This design comes from an exercise in tuning for small area, a short achievable clock period and few clock cycles on the open sky130 flow, not from production work. Only simulation tests tie the RTL to the original design; equivalence was not proved. Power is estimated from default activity; no workload was simulated.

==> flow/design.v, too long to show whole: its modules and the start of the top module <==
// module mac_sat_21: 914 lines
// module csa_fa: 10 lines
// module csa_ha: 9 lines
// module rescale_sat: 580 lines
// module w21_col_mac_seq: 55 lines
module w21_col_mac_seq (
    input  logic                    clk,
    input  logic                    rst,
    input  logic                    start,
    output logic [ADDR_W-1:0]       adrs_clm,
    input  logic signed [D_W-1:0]   w_in,
    input  logic signed [D_W-1:0]   x_in,
    output logic                    busy,
    output logic                    done,
    output logic signed [D_W-1:0]   result
);
  // ...
==> flow/run.sh <==
#!/bin/bash
# synth_recipe.tcl (not shown) runs the flow's synth.tcl, then flattens the netlist and writes it again
# the make line also repeats each setting of config.mk as NAME=value (left out here)
make -C /OpenROAD-flow-scripts/flow DESIGN_CONFIG=/design/flow/config.mk WORK_HOME=/design/flow/orfs CLKGATE_MAP_FILE= SYNTH_SCRIPT=/design/flow/synth_recipe.tcl finish
==> flow/config.mk <==
export PLATFORM = sky130hd
export DESIGN_NAME = w21_col_mac_seq
export DESIGN_NICKNAME = w21_col_mac_seq
export VERILOG_FILES = /design/flow/design.v
export SDC_FILE = /design/flow/constraint.sdc
export NUM_CORES = 4
export LEC_CHECK = 0
export ABC_CLOCK_PERIOD_IN_PS = 3000
export CAP_MARGIN = 20
export CORE_MARGIN = 2
export CORE_UTILIZATION = 40
export SETUP_SLACK_MARGIN = 5
export SLEW_MARGIN = 20
export SYNTH_HIERARCHICAL = 1
==> flow/constraint.sdc <==
create_clock -name core_clock -period 9.0 [get_ports {clk}]
set_input_delay 1.8000 -clock core_clock [delete_from_list [all_inputs] [get_ports {clk}]]
set_output_delay 1.8000 -clock core_clock [all_outputs]
set_load 0.01 [all_outputs]
==> reports/results.ini, run 1 <==
[status]
status=no timing/DRC/antenna violations

[setup_path]
worstPathMaxFanout=22
cp-start-kind=flop
worst-path-stages=7
reg2regPathDepth=7
worstSetupPathType=flop to flop
r2r_slack_ns=5.10

[power]
pwr-share-seq_pct=20.8
maxPowerGroup=combinational cells
p_switching_mw=3.29

[drt]
wl_met3_mm=2.48
antenna_left=0
avgRoutedWirePerCell_um=21.0
top_layer=met4

[global_routing]
grt-ovfl-total=0
met3_usage_pct=3.77

[finish]
seq_area_um2=3700
n_all_inverters=41
multi_input_area_share_pct=66.7
final_common_cell=fa_1
utilization_pct=44.4
clk_share_pct=3.48

[floorplan]
initial_utilization_pct=40.4

[timing]
fmax_mhz=256
hold_slack_ns=0.451
maxSlewViolCount=0
slew_headroom_pct=31.1
setup_violations=0

[place]
numPlacedInstances=1995
numPortBuffers=76

[logic_synthesis]
syn_inst=1505
syn-cell-area_um2=16400

[clock_tree]
postCtsHoldBufs=0
clockRootBuffer=clkbuf_16

[min_path]
hp-class=flop to flop

Testbench counts, summed over its fixed seeds: cycles 14,504.
==> run 2, diff against run 1 <==
==> flow/flow/run.sh (new file) <==
#!/bin/bash
set -euo pipefail
MARGIN=$(cat flow/margin.txt)
bash standard.sh "SETUP_SLACK_MARGIN=${MARGIN}" \
  "BUFFER_PORTS_ARGS=-buffer_cell sky130_fd_sc_hd__buf_1" finish > flow_make.log 2>&1
test -s out/final.def
==> flow/flow/margin.txt (new file) <==
5.7
==> flow/standard.sh (new file) <==
#!/bin/bash
# synth_recipe.tcl (not shown) runs the flow's synth.tcl, then flattens the netlist and writes it again
# the make line also repeats each setting of config.mk as NAME=value (left out here)
make -C /OpenROAD-flow-scripts/flow DESIGN_CONFIG=/design/flow/config.mk WORK_HOME=/design/flow/orfs CLKGATE_MAP_FILE= SYNTH_SCRIPT=/design/flow/synth_recipe.tcl "${@:-finish}"
--- a/flow/config.mk
+++ b/flow/config.mk
@@ -9,6 +9,5 @@
 export CAP_MARGIN = 20
 export CORE_MARGIN = 2
 export CORE_UTILIZATION = 40
-export SETUP_SLACK_MARGIN = 5
 export SLEW_MARGIN = 20
 export SYNTH_HIERARCHICAL = 1
removed: flow/run.sh
==> run 2 against run 1 <==
Against the previous run: still clean on timing, DRC and antenna; register-to-register slack improved by 0.43 ns; cell count rose by 4.7%; first-iteration DRC count rose by 49%; clock skew barely moved; total power rose by 5.8%; sequential power fell by 3%.
==> reports/results.ini, run 2 <==
[timing]
fmax_mhz=288  ; was 256 MHz
slew_headroom_pct=61.3  ; was 31.1%
worst_slew_pin_slew_ns=0.578  ; was 1.03 ns
finalHoldViolCount=0  ; unchanged
skew_ns=0.0155  ; was 0.0158 ns
post-route-period-util_pct=38.6  ; was 43.4%
fin_setup_tns_ns=0  ; unchanged
period_needed_ns=3.47  ; was 3.90 ns
hold_slack_ns=0.444  ; was 0.451 ns
rsz0062_at_grt=true  ; unchanged
maxSlewViolCount=0  ; unchanged
setup_violations=0  ; unchanged

[global_routing]
grt_max_degree=29  ; was 59
grt-ovfl-total=0  ; unchanged
first_global_vias=12200  ; was 12.0k
antenna_found_initial=0  ; unchanged
grt_pass1_wl_mm=72.5  ; was 68.1 mm
gr-usage-all-layers_pct=22.8  ; was 20.9%

[power]
max-vdd-ir-drop_uv=204  ; was 181 uV
p_leak_nw=7.35  ; was 6.83 nW
power.density_nw_per_um2=397  ; was 403 nW/um2

[finish]
multi_input_area_um2=12700  ; was 12000 um2
reg_top3=u_mac.acc_a: 50 flops, u_mac.acc_b: 41 flops  ; unchanged
diodes=0  ; unchanged
fillers=3608  ; was 3803
area_growth_pct=18.5  ; was 10.1%
seq_area_um2=3800  ; was 3700 um2
final_common_cell=xnor2_1  ; was fa_1
drive_gt1_share_pct=22.5  ; was 7.36%
final_cell_mix=237 x xnor2_1, 186 x fa_1, 168 x a22oi_1, 128 x dfxtp_1, 76 x buf_1  ; was 253 x fa_1, 250 x xnor2_1, 200 x a22oi_1, 133 x dfxtp_1, 84 x nor2b_1
regMostFlops=u_mac.acc_a  ; unchanged
largest_reg_flops=50  ; unchanged
instances_no_fill=2123  ; was 2027
nNetsFinal=1940  ; was 1844

[setup_path]
required_ns=9.34  ; was 9.35 ns
cp-start-kind=flop  ; unchanged
worstPathMaxFanout=6  ; was 22
cp.arrival_ns=3.82  ; was 4.25 ns
worstSetupPathType=flop to flop  ; unchanged
endpoint_kind=flop  ; unchanged

[place]
gp_congestion=0.848  ; was 0.806
place_hpwl_mm=30.7  ; was 30.8 mm
numPortBuffers=76  ; unchanged
numPlacedInstances=1997  ; was 1995

[drt]
drtIter0Drc=1219  ; was 816
via_per_inst=5.73  ; was 5.54
drc=0  ; unchanged
avgRoutedWirePerCell_um=23.5  ; was 21.0 um
first_pass_iters=6  ; was 5
drt_wl_total_mm=49.9  ; was 42.5 mm
vias=12200  ; was 11.2k
antenna_left=0  ; unchanged

[floorplan]
dieArea_um2=42600  ; unchanged
initial_utilization_pct=40.4  ; unchanged
pin_count=77  ; unchanged
fp.dieH_um=207  ; unchanged
num_rows=74  ; unchanged
coreArea_um2=40600  ; unchanged
dieWidth_um=207  ; unchanged

[logic_synthesis]
syn-cell-area_um2=16400  ; unchanged
syn_avg_cell_area_um2=10.9  ; unchanged
syn_inst=1505  ; unchanged
syn_nets=1867  ; unchanged
yosys_warnings=8  ; unchanged

[clock_tree]
clockBufferDepth=2  ; unchanged
htree_levels=4  ; unchanged
clkTransAtPathRegs_ns=0.08  ; about the same
postCtsHoldBufs=0  ; unchanged
clockRootBuffer=clkbuf_16  ; unchanged
clk_latency_ns=0.46  ; was 0.48 ns
clock_sinks=179  ; unchanged
cts_tree=built  ; unchanged
numCtsBuffers=17  ; unchanged

[min_path]
hp-class=flop to flop  ; unchanged

[status]
status=no timing/DRC/antenna violations  ; unchanged

[job]
cap_violations=0  ; unchanged

==> run 2: per-layer routing <==
| metal | share of wire (%) | wire length (um) | track usage [%] |
|---|---|---|---|
| met2 | 46 | 23200 | 36.1 |
| met5 | 0 | 0 | 0 |
| met1 | 40 | 20100 | 30.1 |
| met3 | 9.1 | 4540 | 5.98 |
| met4 | 4.2 | 2070 | 8.44 |
==> run 2: worst max-delay path: stages (launching register included) <==
cell     delay [ns]
dfxtp_4        0.40
buf_8          0.16
a22oi_1        0.19
xnor2_1        0.13
fa_1           0.47
fa_1           0.57
fa_2           0.46
fa_2           0.54
fa_1           0.42
==> run 2: path summary, 6_finish.rpt <==
check | from | end | depth (start not counted) | slack, ns
min in group asynchronous | rst | done$_DFF_PP0_ | 2 | 1.34
max in group asynchronous | rst | first$_DFF_PP0_ | 2 | 7.25
hold reg to reg | fin$_DFF_PP0_ | done$_DFF_PP0_ | 0 | 0.44
setup / recovery | u_mac.w_q[15]$_DFF_P_ | u_mac.acc_b[28]$_DFF_P_ | 8 | 5.53
hold / removal | fin$_DFF_PP0_ | done$_DFF_PP0_ | 0 | 0.44
setup reg to reg | u_mac.w_q[15]$_DFF_P_ | u_mac.acc_b[28]$_DFF_P_ | 8 | 5.53
==> run 2: repair_timing <==
action / 4_1_cts / 5_1_grt
setup endpoints to repair: 92 / 45
cloned: 2 / 4
resized for setup: 184 / 114
hold endpoints to repair: 0 / 0
buffers inserted: 51 / 37
pin swaps: 37 / 46
==> run 2: power by group <==
part,switching [mW],internal (mW),total [mW]
registers,0.262,1.21,1.47
logic,2.81,2.65,5.45
clock network,0.386,0.400,0.786
==> run 2: cell type report <==
cell class	instances	area share [%]
Multi-Input combinational cell	1153	65.1
Sequential cell	179	19.5
Timing Repair Buffer	186	8.00
Tap cell	532	3.43
Clock buffer	17	2.19
Clock inverter	15	0.940
Inverter	41	0.792
==> run 2: per-stage QoR <==
stage | area [um2] | power, mW | utilization, % | setup slack (ns)
global route | 19400 | 8.67 | 47.8 | 5.49
floorplan | 16500 | 5.29 | - | 5.68
CTS | 18600 | 7.60 | 45.7 | 5.53
detailed placement | 16900 | 6.59 | 41.6 | 4.83
global placement | 16900 | 6.39 | 41.6 | 4.90
finish | 19400 | 7.71 | 47.8 | 5.53
==> run 3, diff against run 2 <==
==> flow/flow/margin.txt (replaced) <==
5.5
==> run 3 against run 2 <==
Against the previous run: still clean on timing, DRC and antenna; clock-buffer cell count stayed put; setup slack got worse by 0.0072 ns; synthesized cell count is the same; clock skew down 0.0014 ns; non-clock buffer count shrank 58; combinational power fell by 7.0%; global-route usage is 1.6 points lower; synthesized area is the same; total power down 5.4%; critical endpoint is now u_mac.acc_b[19]$_DFF_P_; highest routed layer unchanged.
==> reports/results.ini, run 3 <==
[power]
p_int_mw=3.98  ; was 4.26 mW
comb_power_share_pct=69.6  ; was 70.7%
p_switching_mw=3.31  ; was 3.45 mW
sw_frac_of_total_pct=45.4  ; was 44.8%
max-vdd-ir-drop_uv=206  ; was 204 uV
p_leak_nw=6.87  ; was 7.35 nW
clockPowerShare_pct=10.1  ; was 10.2%
power.density_nw_per_um2=402  ; was 397 nW/um2
pwr-share-seq_pct=20.3  ; was 19.1%

[floorplan]
fp.dieH_um=207  ; unchanged
num_rows=74  ; unchanged
coreArea_um2=40600  ; unchanged
pin_count=77  ; unchanged
dieWidth_um=207  ; unchanged
initial_utilization_pct=40.4  ; unchanged
dieArea_um2=42600  ; unchanged

[setup_path]
r2r-end=u_mac.acc_b[19]$_DFF_P_  ; was u_mac.acc_b[28]$_DFF_P_
required_ns=9.33  ; was 9.34 ns
r2r_start=u_mac.w_q[14]$_DFF_P_  ; was u_mac.w_q[15]$_DFF_P_
endpoint_kind=flop  ; unchanged
r2r_slack_ns=5.52  ; was 5.53 ns
worstSetupStartpoint=u_mac.w_q[14]$_DFF_P_  ; was u_mac.w_q[15]$_DFF_P_
cp.arrival_ns=3.81  ; was 3.82 ns
reg2regPathDepth=8  ; unchanged
cp-start-kind=flop  ; unchanged
worstSetupPathType=flop to flop  ; unchanged
worstPathMaxFanout=12  ; was 6
crit_path_end=u_mac.acc_b[19]$_DFF_P_  ; was u_mac.acc_b[28]$_DFF_P_

[finish]
drive_gt1_share_pct=10.7  ; was 22.5%
area_growth_pct=10.5  ; was 18.5%
diodes=0  ; unchanged
final_cell_mix=252 x fa_1, 247 x xnor2_1, 199 x a22oi_1, 129 x dfxtp_1  ; was 237 x xnor2_1, 186 x fa_1, 168 x a22oi_1, 128 x dfxtp_1, 76 x buf_1
instances_no_fill=2064  ; was 2123
fin_area_um2=18100  ; was 19400 um2
reg_top3=u_mac.acc_a: 50 flops, u_mac.acc_b: 41 flops  ; unchanged
fillers=3762  ; was 3608
nNetsFinal=1881  ; was 1940
final_common_cell=fa_1  ; was xnor2_1
regMostFlops=u_mac.acc_a  ; unchanged
largest_reg_flops=50  ; unchanged

[global_routing]
grt_max_degree=49  ; was 29
grt-ovfl-total=0  ; unchanged
grt_pass1_wl_mm=68.5  ; was 72.5 mm
antenna_found_initial=0  ; unchanged
first_global_vias=12000  ; was 12.2k
gr-usage-all-layers_pct=21.3  ; was 22.8%

[logic_synthesis]
yosys_warnings=8  ; unchanged
syn_nets=1867  ; unchanged
syn_avg_cell_area_um2=10.9  ; unchanged
syn-cell-area_um2=16400  ; unchanged
syn_inst=1505  ; unchanged

[drt]
drt_wl_total_mm=46.3  ; was 49.9 mm
drtIter0Drc=1104  ; was 1219
drc=0  ; unchanged
vias=11600  ; was 12.2k
via_per_inst=5.62  ; was 5.73
antenna_left=0  ; unchanged
first_pass_iters=8  ; was 6
avgRoutedWirePerCell_um=22.4  ; was 23.5 um

[status]
status=no timing/DRC/antenna violations  ; unchanged

[place]
gp_congestion=0.836  ; was 0.848
numPortBuffers=76  ; unchanged
numPlacedInstances=1998  ; was 1997
place_hpwl_mm=31.0  ; was 30.7 mm
place_area_um2=16900  ; about the same
pre_cts_slack_ns=4.83  ; about the same

[job]
cap_violations=0  ; unchanged

[clock_tree]
clockBufferDepth=2  ; unchanged
htree_levels=4  ; unchanged
postCtsHoldBufs=0  ; unchanged
clockRootBuffer=clkbuf_16  ; unchanged
clk_latency_ns=0.46  ; about the same
cts_tree=built  ; unchanged
numCtsBuffers=17  ; unchanged
clkTransAtPathRegs_ns=0.07  ; was 0.08 ns
clock_sinks=179  ; unchanged

[timing]
fin_setup_tns_ns=0  ; unchanged
slew_headroom_pct=61.4  ; was 61.3%
finalHoldViolCount=0  ; unchanged
period_needed_ns=3.48  ; was 3.47 ns
worst_slew_pin_slew_ns=0.576  ; was 0.578 ns
fmax_mhz=287  ; was 288 MHz
setup_violations=0  ; unchanged
rsz0062_at_grt=true  ; unchanged
post-route-period-util_pct=38.7  ; was 38.6%
maxSlewViolCount=0  ; unchanged
skew_ns=0.0141  ; was 0.0155 ns
setup_slack_ns=5.52  ; was 5.53 ns

[min_path]
hp-class=flop to flop  ; unchanged

## run 3: what timing repair did
| item | 4_1_cts | 5_1_grt |
|---|---|---|
| buffers inserted | 5 | 28 |
| gates resized for setup | 77 | 30 |
| hold endpoints to repair | 0 | 0 |
| pin swaps | 1 | 5 |
| endpoints found under the setup margin | 78 | 44 |
| cloned | 0 | 1 |
## run 3: routing by layer
layer | global-route usage, % | vias up | share of wire, %
met3 | 4.43 | 104 | 8.6
met4 | 7.47 | 0 | 3.2
met5 | 0 | - | 0
li1 | - | 5104 | -
met1 | 28.5 | 5823 | 41
met2 | 34.1 | 565 | 47
## run 3: cell type report
class                   instances  area (um2)  area share [%]
repair buffers                128         847            4.67
clock buffers                  17         425            2.35
flip-flops and latches        179        3790            20.9
clock inverters                15         138           0.760
inverters                      41         154           0.849
multi-input cells            1152       12100            66.8
well taps                     532         666            3.67
## run 3: worst max-delay path: stages (launching register included)
cell and delay (ns):
dfxtp_4 0.49, buf_6 0.22, a22oi_1 0.10, xnor2_1 0.24, fa_1 0.48, fa_1 0.40, fa_1 0.48, fa_1 0.54
fa_1 0.40
## run 3: how the worst min path moves through the flow
stage / slack, ns / cells after the start / from / to
detailed placement: 0.44 / 0 / fin$_DFF_PP0_ / done$_DFF_PP0_
CTS: 0.45 / 0 / fin$_DFF_PP0_ / done$_DFF_PP0_
finish: 0.45 / 0 / fin$_DFF_PP0_ / done$_DFF_PP0_
floorplan: 0.42 / 0 / fin$_DFF_PP0_ / done$_DFF_PP0_
global route: 0.47 / 0 / last$_DFF_PP0_ / fin$_DFF_PP0_
global placement: 0.43 / 0 / fin$_DFF_PP0_ / done$_DFF_PP0_
## run 3: power groups by stage
stage,clock network (mW),registers (mW),logic (mW)
CTS,0.762,1.50,5.13
floorplan,0,1.36,3.92
detailed placement,0,1.52,5.09
finish,0.737,1.48,5.07
global placement,0,1.52,4.86
global route,0.797,1.51,5.89
## run 3: through the flow
| step | hold WS [ns] | total power, mW | utilization, % |
|---|---|---|---|
| 2_1_floorplan | 0.420 | 5.28 | - |
| 3_3_place_gp | 0.430 | 6.38 | 41.7 |
| 3_5_place_dp | 0.437 | 6.61 | 41.7 |
| 4_1_cts | 0.454 | 7.39 | 43.5 |
| 5_1_grt | 0.469 | 8.20 | 44.6 |
| 6_report | 0.453 | 7.29 | 44.6 |
==> run 4, diff against run 3 <==
==> flow/flow/margin.txt (replaced) <==
5.4
==> run 4 against run 3 <==
Against the previous run: still clean on timing, DRC and antenna; sequential cell count stayed put; via count down 2.7%; wire length decreased by 6.5%; utilization decreased by 1.0 points; largest power group unchanged.
==> reports/results.ini, run 4 <==
[status]
status=no timing/DRC/antenna violations  ; unchanged

[power]
p_switching_mw=3.29  ; was 3.31 mW
clockPowerShare_pct=10.2  ; was 10.1%
p_leak_nw=6.66  ; was 6.87 nW
pwr-share-seq_pct=20.8  ; was 20.3%
p_int_mw=3.96  ; was 3.98 mW
comb_power_share_pct=69.0  ; was 69.6%
power.density_nw_per_um2=409  ; was 402 nW/um2
max-vdd-ir-drop_uv=209  ; was 206 uV
sw_frac_of_total_pct=45.4  ; about the same
p_total_mw=7.25  ; was 7.29 mW

[setup_path]
r2r_slack_ns=5.49  ; was 5.52 ns
cp-start-kind=flop  ; unchanged
reg2regPathDepth=8  ; unchanged
r2r-end=u_mac.acc_b[19]$_DFF_P_  ; unchanged
crit_top_cell=fa_1  ; unchanged
slowest_delay_ns=0.54  ; about the same
endpoint_kind=flop  ; unchanged
crit_chain=buf_4 > a22oi_1 > xnor2_2 > fa_1 > fa_1 > fa_1 > fa_1 > fa_1  ; was buf_6 > a22oi_1 > xnor2_1 > fa_1 > fa_1 > fa_1 > fa_1 > fa_1
r2r_start=u_mac.one_q[0]$_DFF_P_  ; was u_mac.w_q[14]$_DFF_P_
crit_path_end=u_mac.acc_b[19]$_DFF_P_  ; unchanged
critPathSlowestCell=fa_1  ; unchanged
cp.arrival_ns=3.84  ; was 3.81 ns
worstSetupPathType=flop to flop  ; unchanged
worstSetupStartpoint=u_mac.one_q[0]$_DFF_P_  ; was u_mac.w_q[14]$_DFF_P_
required_ns=9.33  ; about the same
worstPathMaxFanout=22  ; was 12

[drt]
first_pass_iters=6  ; was 8
drt_wl_total_mm=43.3  ; was 46.3 mm
via_per_inst=5.55  ; was 5.62
antenna_left=0  ; unchanged
drtIter0Drc=921  ; was 1104
vias=11300  ; was 11.6k
drc=0  ; unchanged
avgRoutedWirePerCell_um=21.3  ; was 22.4 um

[clock_tree]
clkTransAtPathRegs_ns=0.07  ; about the same
htree_levels=4  ; unchanged
clock_sinks=179  ; unchanged
cts_tree=built  ; unchanged
clk_latency_ns=0.46  ; about the same
clockRootBuffer=clkbuf_16  ; unchanged
postCtsHoldBufs=0  ; unchanged
numCtsBuffers=17  ; unchanged
clockBufferDepth=2  ; unchanged

[global_routing]
first_global_vias=12000  ; about the same
grt-ovfl-total=0  ; unchanged
antenna_found_initial=0  ; unchanged
grt_max_degree=49  ; unchanged
gr-usage-all-layers_pct=21.2  ; was 21.3%
grt_pass1_wl_mm=68.5  ; about the same

[place]
numPlacedInstances=1998  ; unchanged
pre_cts_slack_ns=4.83  ; unchanged
place_hpwl_mm=31.0  ; unchanged
numPortBuffers=76  ; unchanged
gp_congestion=0.836  ; unchanged
place_area_um2=16900  ; unchanged

[finish]
final_common_cell=fa_1  ; unchanged
regMostFlops=u_mac.acc_a  ; unchanged
area_growth_pct=7.93  ; was 10.5%
instances_no_fill=2034  ; was 2064
largest_reg_flops=50  ; unchanged
diodes=0  ; unchanged
utilization_pct=43.6  ; was 44.6%
fin_area_um2=17700  ; was 18100 um2
final_cell_mix=252 x fa_1, 249 x xnor2_1, 200 x a22oi_1, 129 x dfxtp_1, 84 x nor2b_1  ; was 252 x fa_1, 247 x xnor2_1, 199 x a22oi_1, 129 x dfxtp_1
reg_top3=u_mac.acc_a: 50 flops, u_mac.acc_b: 41 flops  ; unchanged
nNetsFinal=1851  ; was 1881
drive_gt1_share_pct=8.19  ; was 10.7%

[timing]
finalHoldViolCount=0  ; unchanged
hold_slack_ns=0.453  ; about the same
slew_headroom_pct=61.5  ; was 61.4%
rsz0062_at_grt=false  ; was true
setup_violations=0  ; unchanged
worst_slew_pin_slew_ns=0.574  ; was 0.576 ns
post-route-period-util_pct=39.0  ; was 38.7%
fmax_mhz=285  ; was 287 MHz
maxSlewViolCount=0  ; unchanged
skew_ns=0.0127  ; was 0.0141 ns
setup_slack_ns=5.49  ; was 5.52 ns
fin_setup_tns_ns=0  ; unchanged
period_needed_ns=3.51  ; was 3.48 ns

[min_path]
hp-class=flop to flop  ; unchanged

[floorplan]
fp.dieH_um=207  ; unchanged
dieArea_um2=42600  ; unchanged
num_rows=74  ; unchanged
pin_count=77  ; unchanged
coreArea_um2=40600  ; unchanged
initial_utilization_pct=40.4  ; unchanged
dieWidth_um=207  ; unchanged

[logic_synthesis]
yosys_warnings=8  ; unchanged
syn_avg_cell_area_um2=10.9  ; unchanged
syn-cell-area_um2=16400  ; unchanged
syn_inst=1505  ; unchanged
syn_nets=1867  ; unchanged

[job]
cap_violations=0  ; unchanged

run 4: area by class of cell:
class	count	area, um2
Tap cell	532	666
Clock inverter	15	138
Clock buffer	17	425
Fill cell	3806	22900
Timing Repair Buffer	98	474
Inverter	41	154
Sequential cell	179	3790
Multi-Input combinational cell	1152	12100
run 4: power groups by stage:
stage	clock [mW]	sequential [mW]	combinational, mW
after CTS	0.763	1.51	5.12
after floorplan	0	1.36	3.92
final	0.738	1.51	5.00
after global routing	0.797	1.54	5.83
after global placement	0	1.52	4.86
after detailed placement	0	1.52	5.09
run 4: what timing repair did:
item	CTS	global route
resized for setup	48	31
setup buffers	4	0
endpoints found under the setup margin	69	42
run 4: critical path, delay by kind of cell (launching register included):
family / cells / cell delay (ns)
AO/OA/AOI/OAI: 1 / 0.18
XOR/XNOR: 1 / 0.27
adder cells (fa/ha/maj): 5 / 2.34
buffers and inverters: 1 / 0.28
flip-flops: 1 / 0.31
run 4: worst min-delay path by stage:
| stage | start | end | cells past startpoint |
|---|---|---|---|
| after CTS | fin$_DFF_PP0_ | done$_DFF_PP0_ | 0 |
| final | fin$_DFF_PP0_ | done$_DFF_PP0_ | 0 |
| after detailed placement | fin$_DFF_PP0_ | done$_DFF_PP0_ | 0 |
| after global routing | last$_DFF_PP0_ | fin$_DFF_PP0_ | 0 |
| after global placement | fin$_DFF_PP0_ | done$_DFF_PP0_ | 0 |
| after floorplan | fin$_DFF_PP0_ | done$_DFF_PP0_ | 0 |
run 4: per-layer routing:
layer	share of wire, %	routed length (um)	GRT usage, %	vias up
met4	2.5	1100	7.12	0
met2	48	20600	34.2	436
met3	6.3	2720	4.04	68
met5	0	0	0	-
li1	-	-	-	5043
met1	44	18900	28.7	5733
==> run 5, diff against run 4 <==
--- a/flow/config.mk
+++ b/flow/config.mk
@@ -8,6 +8,6 @@
 export ABC_CLOCK_PERIOD_IN_PS = 3000
 export CAP_MARGIN = 20
 export CORE_MARGIN = 2
-export CORE_UTILIZATION = 40
+export CORE_UTILIZATION = 55
 export SLEW_MARGIN = 20
 export SYNTH_HIERARCHICAL = 1
==> run 5 against run 4 <==
Against the previous run: combinational power rose by 1%; worst hold slack barely moved; cell count fell by 6.8%; critical endpoint is now u_mac.acc_b[25]$_DFF_P_; sequential share of layout area rose by 0.072 points; setup slack got worse by 0.0042 ns; via count rose by 0.73%; global-route usage rose by 8.5 points; wire length rose by 1.3%; non-clock buffer count rose by 3; utilization rose by 16 points; synthesized cell count did not move; sequential power barely moved.
==> reports/results.ini, run 5 <==
[finish]
fin_area_um2=17600  ; was 17700 um2
multi_input_area_um2=12000  ; was 12100 um2
reg_top3=u_mac.acc_a: 50 flops, u_mac.acc_b: 41 flops  ; unchanged
utilization_pct=59.7  ; was 43.6%
largest_reg_flops=50  ; unchanged
nNetsFinal=1854  ; was 1851
final_cell_mix=253 x fa_1, 250 x xnor2_1, 200 x a22oi_1, 132 x dfxtp_1, 84 x nor2b_1  ; was 252 x fa_1, 249 x xnor2_1, 200 x a22oi_1, 129 x dfxtp_1, 84 x nor2b_1
diodes=0  ; unchanged
final_common_cell=fa_1  ; unchanged
drive_gt1_share_pct=8.04  ; was 8.19%
regMostFlops=u_mac.acc_a  ; unchanged
seq_area_um2=3780  ; was 3790 um2
area_growth_pct=7.32  ; was 7.93%
fillers=2486  ; was 3806

[timing]
finalHoldViolCount=0  ; unchanged
setup_slack_ns=5.48  ; was 5.49 ns
worst_slew_pin_slew_ns=0.582  ; was 0.574 ns
period_needed_ns=3.52  ; was 3.51 ns
slew_headroom_pct=61.0  ; was 61.5%
fin_setup_tns_ns=0  ; unchanged
fmax_mhz=284  ; was 285 MHz
post-route-period-util_pct=39.1  ; was 39.0%
rsz0062_at_grt=false  ; unchanged
setup_violations=0  ; unchanged
maxSlewViolCount=0  ; unchanged
skew_ns=0.0126  ; was 0.0127 ns

[floorplan]
coreArea_um2=29500  ; was 40600 um2
dieArea_um2=31200  ; was 42600 um2
num_rows=63  ; was 74
pin_count=77  ; unchanged
dieWidth_um=177  ; was 207 um
fp.dieH_um=177  ; was 207 um
initial_utilization_pct=55.6  ; was 40.4%

[power]
sw_frac_of_total_pct=45.4  ; about the same
pwr-share-seq_pct=20.5  ; was 20.8%
power.density_nw_per_um2=418  ; was 409 nW/um2
clockPowerShare_pct=10.6  ; was 10.2%
max-vdd-ir-drop_uv=288  ; was 209 uV
p_leak_nw=6.70  ; was 6.66 nW
p_int_mw=4.02  ; was 3.96 mW
p_switching_mw=3.34  ; was 3.29 mW
comb_power_share_pct=68.9  ; was 69.0%

[setup_path]
critPathBufInv=0  ; was 1
slowest_delay_ns=0.66  ; was 0.54 ns
endpoint_kind=flop  ; unchanged
crit_top_cell=fa_1  ; unchanged
crit_family=adder cells  ; unchanged
worstPathMaxFanout=21  ; was 22
cp.arrival_ns=3.85  ; was 3.84 ns
r2r_start=u_mac.two_q[4]$_DFF_P_  ; was u_mac.one_q[0]$_DFF_P_
critPathSlowestCell=fa_1  ; unchanged
cp-start-kind=flop  ; unchanged
required_ns=9.33  ; about the same
crit_chain=a22oi_1 > xnor2_1 > fa_1 > fa_1 > fa_1 > fa_1 > fa_1  ; was buf_4 > a22oi_1 > xnor2_2 > fa_1 > fa_1 > fa_1 > fa_1 > fa_1
worstSetupPathType=flop to flop  ; unchanged
worstSetupStartpoint=u_mac.two_q[4]$_DFF_P_  ; was u_mac.one_q[0]$_DFF_P_

[logic_synthesis]
syn_inst=1505  ; unchanged
syn-cell-area_um2=16400  ; unchanged
syn_nets=1867  ; unchanged
syn_avg_cell_area_um2=10.9  ; unchanged
yosys_warnings=8  ; unchanged

[place]
gp_congestion=0.829  ; was 0.836
pre_cts_slack_ns=4.80  ; was 4.83 ns
place_area_um2=16800  ; was 16900 um2
place_hpwl_mm=30.3  ; was 31.0 mm
numPortBuffers=76  ; unchanged

[global_routing]
first_global_vias=12100  ; was 12.0k
gr-usage-all-layers_pct=29.7  ; was 21.2%
grt_pass1_wl_mm=70.0  ; was 68.5 mm
grt-ovfl-total=0  ; unchanged
antenna_found_initial=0  ; unchanged
grt_max_degree=53  ; was 49

[clock_tree]
htree_levels=4  ; unchanged
numCtsBuffers=17  ; unchanged
clkTransAtPathRegs_ns=0.07  ; about the same
clockBufferDepth=2  ; unchanged
clk_latency_ns=0.46  ; about the same
cts_tree=built  ; unchanged
clock_sinks=179  ; unchanged
clockRootBuffer=clkbuf_16  ; unchanged

[drt]
drtIter0Drc=883  ; was 921
antenna_left=0  ; unchanged
avgRoutedWirePerCell_um=23.2  ; was 21.3 um
drt_wl_total_mm=43.9  ; was 43.3 mm
first_pass_iters=6  ; unchanged
via_per_inst=6.00  ; was 5.55
vias=11400  ; was 11.3k
drc=0  ; unchanged

[min_path]
min_from=fin$_DFF_PP0_  ; unchanged
hp-class=flop to flop  ; unchanged

[job]
cap_violations=0  ; unchanged

[status]
status=no timing/DRC/antenna violations  ; unchanged

[run 5: changes by cell type in the layout (fill, tap and decap cells not counted), moves of 2 or more]
| cell | change |
|---|---|
| buf_4 | -2 |
| inv_6 | -5 |
| dfxtp_4 | -2 |
| dfxtp_1 | +3 |
| clkinv_8 | +2 |
| inv_8 | +3 |
| buf_6 | +4 |
[run 5: repair_timing]
item | CTS | global route
setup buffers | 4 | 0
endpoints found under the setup margin | 74 | 44
hold buffers | 0 | 0
hold endpoints to repair | 0 | 0
gates resized for setup | 45 | 31
[run 5: final timing paths]
kind | depth (start not counted) | slack (ns) | end
hold / removal | 0 | 0.45 | done$_DFF_PP0_
max in group asynchronous | 2 | 7.27 | first$_DFF_PP0_
setup / recovery | 7 | 5.48 | u_mac.acc_b[25]$_DFF_P_
hold reg to reg | 0 | 0.45 | done$_DFF_PP0_
min in group asynchronous | 2 | 1.34 | addr[8]$_DFFE_PP0P_
setup reg to reg | 7 | 5.48 | u_mac.acc_b[25]$_DFF_P_
[run 5: area by class of cell]
class	count	share of cell area [%]
tap	390	2.77
sequential	179	21.5
inverter	41	0.874
timing repair buffer	101	2.98
clock inverter	15	1.04
multi-input combinational	1152	68.4
clock buffer	17	2.42
[run 5: power by group through the flow]
stage                     clock (mW)  sequential [mW]  combinational [mW]
after floorplan                    0             1.36                3.92
after global placement             0             1.53                4.91
after detailed placement           0             1.52                5.12
after CTS                      0.798             1.51                5.15
after global routing           0.832             1.54                5.89
final                          0.778             1.51                5.07
[run 5: layer usage]
metal,part of all wire (%),vias to the layer above,GRT usage (%),wire [um]
met2,49,476,48.1,21500
met5,0,-,0,0
met1,43,5779,41.0,18700
li1,-,5051,-,-
met3,7.0,56,5.86,3060
met4,1.7,0,8.16,729
[run 5: stage by stage]
stage	total power, mW	std cells	hold slack [ns]
after floorplan	5.28	1505	0.420
after global placement	6.44	1859	0.433
after detailed placement	6.64	1859	0.440
after CTS	7.46	1895	0.454
after global routing	8.26	1895	0.465
final	7.36	1895	0.452

==> what the ideal ports hide <==
Ports are ideal in the flow. The routed layouts listed here were re-timed in OpenROAD. Step 1: set_driving_cell puts a clkbuf_16 on clk and a buf_2 on each other input, an assumption about the parent block. Step 2 times the ports against the registers' clock, not the clock port: input delays grow and output delays shrink by t, the midpoint of the rising clock arrivals with the driver on. Three values: no drivers, after step 1, after step 2; two values: the first two.
run	shift t [ns]	slack for setup (ns)	clock arrival spread, ns
run 1	0.522	5.097 / 5.097 / 5.097	0.016 / 0.016
run 2	0.514	5.528 / 5.528 / 5.528	0.016 / 0.016
run 3	0.510	5.521 / 5.521 / 5.521	0.014 / 0.014
run 4	0.510	5.486 / 5.486 / 5.486	0.013 / 0.013
run 5	0.506	5.482 / 5.482 / 5.482	0.013 / 0.013
After both steps setup and hold are still met in every run listed.
